Context: an optimization exercise on an open-source flow, tuned for small area, a short achievable clock period and few clock cycles. The choices shown serve that exercise and are no tape-out recipe.
Only simulation tests tie the RTL to the original design; equivalence was not proved.

==> design/flow/design.v <==
package tetris_pkg;
    localparam int BOARD_W = 10;
    localparam int BOARD_H = 20;
    typedef logic [3:0] col_t;
    typedef logic [4:0] row_t;
    localparam col_t LAST_COL = col_t'(BOARD_W - 1);
    localparam row_t LAST_ROW = row_t'(BOARD_H - 1);
    typedef enum logic [2:0] {EMPTY, I, O, T, S, Z, J, L} cell_color_t;
    typedef enum logic [1:0] {ST_IDLE, ST_CLEAR, ST_SHIFT, ST_ZERO_TOP} bulk_state_t;
    localparam logic [23:0] RGB_BORDER     = 24'h808080;
    localparam logic [23:0] RGB_BACKGROUND = 24'h000000;
    function automatic logic [23:0] palette(input cell_color_t c);
        logic [23:0] rgb;
        case (c)
            3'd0:     rgb = 24'h202020;
            3'd1:     rgb = 24'h00FFFF;
            3'd2:     rgb = 24'hFFFF00;
            3'd3:     rgb = 24'hA000F0;
            3'd4:     rgb = 24'h00F000;
            3'd5:     rgb = 24'hF00000;
            3'd6:     rgb = 24'h0000F0;
            3'd7:     rgb = 24'hF0A000;
            default: rgb = RGB_BACKGROUND;
        endcase
        palette = rgb;
    endfunction
endpackage
module board_bulk_fsm
(
    input  logic clk,
    input  logic reset,
    input  logic i_clr_req,
    input  logic i_shift_req,
    input  logic [4:0] i_shift_row,
    output logic o_busy,
    output logic o_op_done,
    output logic o_wr_ready,
    output logic o_cmd_we,
    output logic o_cmd_from_above,
    output logic [4:0] o_cmd_row,
    output logic [3:0] o_cmd_col
);
    tetris_pkg::bulk_state_t r_state, w_state_nxt;
    tetris_pkg::row_t        r_row, w_row_nxt;
    tetris_pkg::col_t        r_col, w_col_nxt;
    logic        r_op_done, w_done;
    always_ff @(posedge clk) begin
        if (reset) begin
            r_state   <= tetris_pkg::ST_IDLE;
            r_row     <= '0;
            r_col     <= '0;
            r_op_done <= 1'b0;
        end else begin
            r_state   <= w_state_nxt;
            r_row     <= w_row_nxt;
            r_col     <= w_col_nxt;
            r_op_done <= w_done;
        end
    end
    always_comb begin
        w_state_nxt = r_state;
        w_row_nxt   = r_row;
        w_col_nxt   = r_col;
        w_done      = 1'b0;
        case (r_state)
            tetris_pkg::ST_IDLE: begin
                if (i_clr_req) begin
                    w_state_nxt = tetris_pkg::ST_CLEAR;
                    w_row_nxt   = '0;
                    w_col_nxt   = '0;
                end else if (i_shift_req && (i_shift_row <= tetris_pkg::LAST_ROW)) begin
                    w_state_nxt = (i_shift_row == '0) ? tetris_pkg::ST_ZERO_TOP : tetris_pkg::ST_SHIFT;
                    w_row_nxt   = i_shift_row;
                    w_col_nxt   = '0;
                end
            end
            tetris_pkg::ST_CLEAR: begin
                if (r_col == tetris_pkg::LAST_COL) begin
                    w_col_nxt = '0;
                    if (r_row == tetris_pkg::LAST_ROW) begin
                        w_state_nxt = tetris_pkg::ST_IDLE;
                        w_row_nxt   = '0;
                        w_done      = 1'b1;
                    end else begin
                        w_row_nxt = r_row + tetris_pkg::row_t'(1);
                    end
                end else begin
                    w_col_nxt = r_col + tetris_pkg::col_t'(1);
                end
            end
            tetris_pkg::ST_SHIFT: begin
                if (r_col == tetris_pkg::LAST_COL) begin
                    w_col_nxt = '0;
                    if (r_row == tetris_pkg::row_t'(1)) begin
                        w_state_nxt = tetris_pkg::ST_ZERO_TOP;
                        w_row_nxt   = '0;
                    end else begin
                        w_row_nxt = r_row - tetris_pkg::row_t'(1);
                    end
                end else begin
                    w_col_nxt = r_col + tetris_pkg::col_t'(1);
                end
            end
            tetris_pkg::ST_ZERO_TOP: begin
                if (r_col == tetris_pkg::LAST_COL) begin
                    w_state_nxt = tetris_pkg::ST_IDLE;
                    w_col_nxt   = '0;
                    w_done      = 1'b1;
                end else begin
                    w_col_nxt = r_col + tetris_pkg::col_t'(1);
                end
            end
            default: w_state_nxt = tetris_pkg::ST_IDLE;
        endcase
    end
    always_comb begin
        o_busy           = (r_state != tetris_pkg::ST_IDLE);
        o_wr_ready       = (r_state == tetris_pkg::ST_IDLE);
        o_cmd_we         = (r_state != tetris_pkg::ST_IDLE);
        o_cmd_from_above = (r_state == tetris_pkg::ST_SHIFT);
        o_cmd_row        = r_row;
        o_cmd_col        = r_col;
        o_op_done        = r_op_done;
    end
endmodule
module tetris_board_renderer
#(
    parameter int CELL_LOG2 = 2,
    parameter int X0        = 60,
    parameter int Y0        = 20,
    parameter int BORDER    = 2
)(
    input  logic       CLOCK_50,
    input  logic       reset,
    input  logic [9:0] i_x,
    input  logic [8:0] i_y,
    output logic [7:0] o_r,
    output logic [7:0] o_g,
    output logic [7:0] o_b,
    input  logic       bus_wr_valid,
    output logic       bus_wr_ready,
    input  logic [3:0] bus_wr_col,
    input  logic [4:0] bus_wr_row,
    input  logic [2:0] bus_wr_color,
    input  logic       bus_clr_req,
    input  logic       bus_shift_req,
    input  logic [4:0] bus_shift_row,
    output logic       bus_busy,
    output logic       bus_op_done
);
    localparam logic [9:0] BX_LO = 10'(X0);
    localparam logic [9:0] BY_LO = 10'(Y0);
    localparam logic [9:0] FX_LO = 10'(X0 - BORDER);
    localparam logic [9:0] FY_LO = 10'(Y0 - BORDER);
    localparam logic [9:0] PX_W  = 10'(tetris_pkg::BOARD_W << CELL_LOG2);
    localparam logic [9:0] PX_H  = 10'(tetris_pkg::BOARD_H << CELL_LOG2);
    localparam logic [9:0] FR_W  = 10'((tetris_pkg::BOARD_W << CELL_LOG2) + 2 * BORDER);
    localparam logic [9:0] FR_H  = 10'((tetris_pkg::BOARD_H << CELL_LOG2) + 2 * BORDER);
    tetris_pkg::cell_color_t r_cells [tetris_pkg::BOARD_H][tetris_pkg::BOARD_W];
    logic w_cmd_we, w_cmd_from_above;
    tetris_pkg::row_t w_cmd_row;
    tetris_pkg::col_t w_cmd_col;
    board_bulk_fsm u_bulk_fsm (
        .clk              (CLOCK_50),
        .reset            (reset),
        .i_clr_req        (bus_clr_req),
        .i_shift_req      (bus_shift_req),
        .i_shift_row      (bus_shift_row),
        .o_busy           (bus_busy),
        .o_op_done        (bus_op_done),
        .o_wr_ready       (bus_wr_ready),
        .o_cmd_we         (w_cmd_we),
        .o_cmd_from_above (w_cmd_from_above),
        .o_cmd_row        (w_cmd_row),
        .o_cmd_col        (w_cmd_col)
    );
    always_ff @(posedge CLOCK_50) begin
        if (reset) begin
            for (int rr = 0; rr < tetris_pkg::BOARD_H; rr++)
                for (int cc = 0; cc < tetris_pkg::BOARD_W; cc++)
                    r_cells[rr][cc] <= tetris_pkg::EMPTY;
        end else if (w_cmd_we) begin
            if (w_cmd_from_above)
                r_cells[w_cmd_row][w_cmd_col] <= r_cells[w_cmd_row - tetris_pkg::row_t'(1)][w_cmd_col];
            else
                r_cells[w_cmd_row][w_cmd_col] <= tetris_pkg::EMPTY;
        end else if (bus_wr_valid && bus_wr_ready &&
                     (bus_wr_col <= tetris_pkg::LAST_COL) && (bus_wr_row <= tetris_pkg::LAST_ROW)) begin
            r_cells[bus_wr_row][bus_wr_col] <= tetris_pkg::cell_color_t'(bus_wr_color);
        end
    end
    logic [9:0] w_dx, w_dy, w_fx, w_fy;
    logic       w_in_board, w_in_box;
    always_comb begin
        w_dx       = i_x - BX_LO;
        w_dy       = {1'b0, i_y} - BY_LO;
        w_fx       = i_x - FX_LO;
        w_fy       = {1'b0, i_y} - FY_LO;
        w_in_board = (w_dx < PX_W) && (w_dy < PX_H);
        w_in_box   = (w_fx < FR_W) && (w_fy < FR_H);
    end
    logic        r_s1_in_board, r_s1_in_frame;
    tetris_pkg::row_t        r_s1_row;
    tetris_pkg::col_t        r_s1_col;
    logic [23:0] r_rgb;
    always_ff @(posedge CLOCK_50) begin
        if (reset) begin
            r_s1_in_board <= 1'b0;
            r_s1_in_frame <= 1'b0;
            r_s1_row      <= '0;
            r_s1_col      <= '0;
        end else begin
            r_s1_in_board <= w_in_board;
            r_s1_in_frame <= w_in_box && !w_in_board;
            r_s1_row      <= w_in_board ? tetris_pkg::row_t'(w_dy >> CELL_LOG2) : '0;
            r_s1_col      <= w_in_board ? tetris_pkg::col_t'(w_dx >> CELL_LOG2) : '0;
        end
    end
    always_ff @(posedge CLOCK_50) begin
        if (reset)
            r_rgb <= '0;
        else if (r_s1_in_board)
            r_rgb <= tetris_pkg::palette(r_cells[r_s1_row][r_s1_col]);
        else if (r_s1_in_frame)
            r_rgb <= tetris_pkg::RGB_BORDER;
        else
            r_rgb <= tetris_pkg::RGB_BACKGROUND;
    end
    assign o_r = r_rgb[23:16];
    assign o_g = r_rgb[15:8];
    assign o_b = r_rgb[7:0];
endmodule
==> design/flow/run.sh <==
#!/bin/bash
# synth_recipe.tcl (not shown) runs the flow's synth.tcl, then flattens the netlist and writes it again
# the make line also repeats each setting of config.mk as NAME=value (left out here)
make -C /OpenROAD-flow-scripts/flow DESIGN_CONFIG=/design/flow/config.mk WORK_HOME=/design/flow/orfs CLKGATE_MAP_FILE= SYNTH_SCRIPT=/design/flow/synth_recipe.tcl finish
==> design/flow/config.mk <==
export PLATFORM = sky130hd
export DESIGN_NAME = tetris_board_renderer
export DESIGN_NICKNAME = tetris_board_renderer
export VERILOG_FILES = /design/flow/design.v
export SDC_FILE = /design/flow/constraint.sdc
export NUM_CORES = 4
export LEC_CHECK = 0
export CAP_MARGIN = 20
export CORE_MARGIN = 2
export CORE_UTILIZATION = 40
export SLEW_MARGIN = 20
==> design/flow/constraint.sdc <==
create_clock -name core_clock -period 5.5 [get_ports {CLOCK_50}]
set_input_delay 1.1000 -clock core_clock [delete_from_list [all_inputs] [get_ports {CLOCK_50}]]
set_output_delay 1.1000 -clock core_clock [all_outputs]
set_load 0.01 [all_outputs]
==> run notes <==
[layout by cell type (no fill, tap or decap), types with 65 or more instances in the layout]
cell type        instances
nor3_2                 194
clkbuf_16               91
clkdlybuf4s50_1         65
nor2_1                 108
buf_4                  149
mux4_2                 425
nand3_1                124
mux2i_1                 86
nand2_1                419
edfxtp_1               768
a21oi_1                444
[critical path: stages (launching register included)]
cell     delay [ps]
dfxtp_1         400
inv_1           180
ha_1            260
nor3b_1         360
xnor2_1         230
ha_1            310
fa_1            590
xnor2_2         510
mux4_2          590
mux2i_1         180
buf_4           200
mux4_2          260
nor3b_4         310
buf_12          300
buf_12          240
nor3_2           70
[registers in the layout, indices dropped and copies added, names as in the netlist]
name	flops
r_s1_in_board	1
r_s1_row	5
u_bulk_fsm.r_state	2
u_bulk_fsm.r_row	5
r_cells	768
r_s1_in_frame	1
u_bulk_fsm.r_col	4
r_rgb	12
r_s1_col	4
u_bulk_fsm.r_op_done	1
[final cells by class]
| cell class | instances | area, um^2 |
|---|---|---|
| fill | 10200 | 63200 |
| inverter | 36 | 140 |
| timing repair buffer | 278 | 3050 |
| clock inverter | 53 | 617 |
| tap | 1524 | 1910 |
| multi-input combinational | 2235 | 21000 |
| sequential | 803 | 23800 |
| clock buffer | 107 | 2340 |
[layer usage]
metal,wire (um),global-route usage
met1,57500,0.328
met2,69000,0.380
met3,14500,0.0520
met4,6760,0.103
met5,26,0
[per-stage QoR]
step | worst slack, ps
3_3_place_gp | 205
6_report | 208
2_1_floorplan | 212
5_1_grt | 12.6
4_1_cts | 143
3_5_place_dp | 171
[worst paths after layout]
kind | startpoint | slack, ps | end
max | u_bulk_fsm.r_row[0]$_SDFFE_PP0P_ | 210 | r_cells[120][1]$_SDFFCE_PN0P_
min reg2reg | u_bulk_fsm.r_state[1]$_SDFFE_PP0P_ | 550 | u_bulk_fsm.r_state[1]$_SDFFE_PP0P_
max reg2reg | u_bulk_fsm.r_row[0]$_SDFFE_PP0P_ | 210 | r_cells[120][1]$_SDFFCE_PN0P_
min | u_bulk_fsm.r_state[1]$_SDFFE_PP0P_ | 550 | u_bulk_fsm.r_state[1]$_SDFFE_PP0P_
[cell families after synthesis]
family                   count (synthesis)  synth area share
adder cells (fa/ha/maj)                 65            0.0187
multiplexers                           520             0.226
AND/OR/NAND/NOR                        991             0.116
XOR/XNOR                                32           0.00746
flip-flops                             803             0.508
buffers and inverters                  392            0.0465
AO/OA/AOI/OAI                          627            0.0773
==> results.tsv <==
metric	value	unit
Design Area, Final	52900	um^2
Arr. time, crit path	5690	ps
EDFF count, synth	768	
most common cell in the synthesized netlist	edfxtp_1	
Setup TNS	0	ps
H-Tree Depth	3	
Cell Area, Synth	46800	um^2
worst clock skew	26.8	ps
ANT cells	0	
Die W	346	um
final hold vios	0	
status	no timing/DRC/antenna violations	
IO buf count	65	
RSZ-0062 raised after global routing	no	
largest net degree at the start of global routing	71	
Avg Cell Area, Syn	13.6	um^2
crit start category	flip-flop	
final hold slack	547	ps
Post-Route WL	148000	um
Worst Setup Path Type	flip-flop to flip-flop	
area grow syn2layout	13.0	%
worst endpoint required time	5900	ps
Worst-Skew Late Latency	660	ps
Initial Util	0.403	
clock sinks	803	
syn_nets	3536	
cell total after placement	4876	
worst reg2reg path depth	15	
Final HPWL DP	100000	um
Yosys cell types	81	
fin crit period	5290	ps
Slew Limit Fails	0	
Hold Path Depth	2	
Clk pin slew, worst setup/hold paths	60	ps
Vias	32400	
Max Root-Sink Buffers	3	
core area	116000	um^2
row cnt	125	
Die H	346	um
TritonCTS clock tree	built	
final cell count without fillers	5036	
share of layout cells above drive strength 1	0.287	
top cells by area, synth	edfxtp_1, mux4_2, a21oi_1	
vias in the first global route	31600	
nets	3547	
first-pass iteration count of the detailed router	6	
die area	120000	um^2
Routed Antenna Nets	0	
top cell type's share of synthesized area	0.493	
post-cts resize count	0	
synthesized instance count	3430	
gr usage total	0.243	
number of buffers inserted by post-CTS setup repair	0	
Crit. End Element	flip-flop	
CTS Hold Buffers Added	0	
clock root buffer	clkbuf_16	
class of the worst hold path	flip-flop to flip-flop	
area leader, netlist	edfxtp_1	
Starting DRT DRC Count	3813	
Ports	68	
YS warnings	2	
Post-synth top flop	edfxtp_1	
total CTS buffers	87	
Achievable Freq	0.189	GHz
Area after DPL	49900	um^2
final core utilization	0.455	
GPL Wtd Cong	0.917	
Slew Limit Headroom	0.194	
Yosys reg bits	803	
fin crit share	0.962	
top post-synthesis cells by count	edfxtp_1, a21oi_1, mux4_2, nand2_1, nor3_2	
async set-reset flop share out of synthesis	0	
Wirelength per Cell	29.4	um
Max Cap Viol	0	
gr ovfl total	0	
Worst-Margin Slew	1180	ps
endpoints failing setup	0	
Seq/Total Area, Yosys	0.508	
first-pass GRT wire length	217000	um
Worst Path Max Fanout	21	
DRC	0	
Vias per Instance	6.44	
antenna violations before repair	2	
Testbench counts, summed over its fixed seeds: cycles 63,937.

## port drivers added, routing unchanged
The flow's constraints put no driver on any port. The routed layout listed below was extracted and timed again, unchanged, in two steps.
Step 1, drivers: a clkbuf_16 drives CLOCK_50 and a buf_2 each remaining input, both assumed.
Step 2 times the ports against the registers' clock, not the clock port: input delays grow and output delays shrink by t, the midpoint of the rising clock arrivals with the driver on.
Slacks: ideal ports / drivers / drivers and shift; pairs: ideal ports / drivers.
t, ns: 0.726
setup WS [ns]: 0.208 / 0.208 / 0.128
worst setup path after step 2: input to register
worst slew at a driven data input, ns: 0.09
After both steps this run still meets setup and hold. For this run, drivers alone change the setup slack by 0.000 ns; drivers and shift together by -0.080 ns.
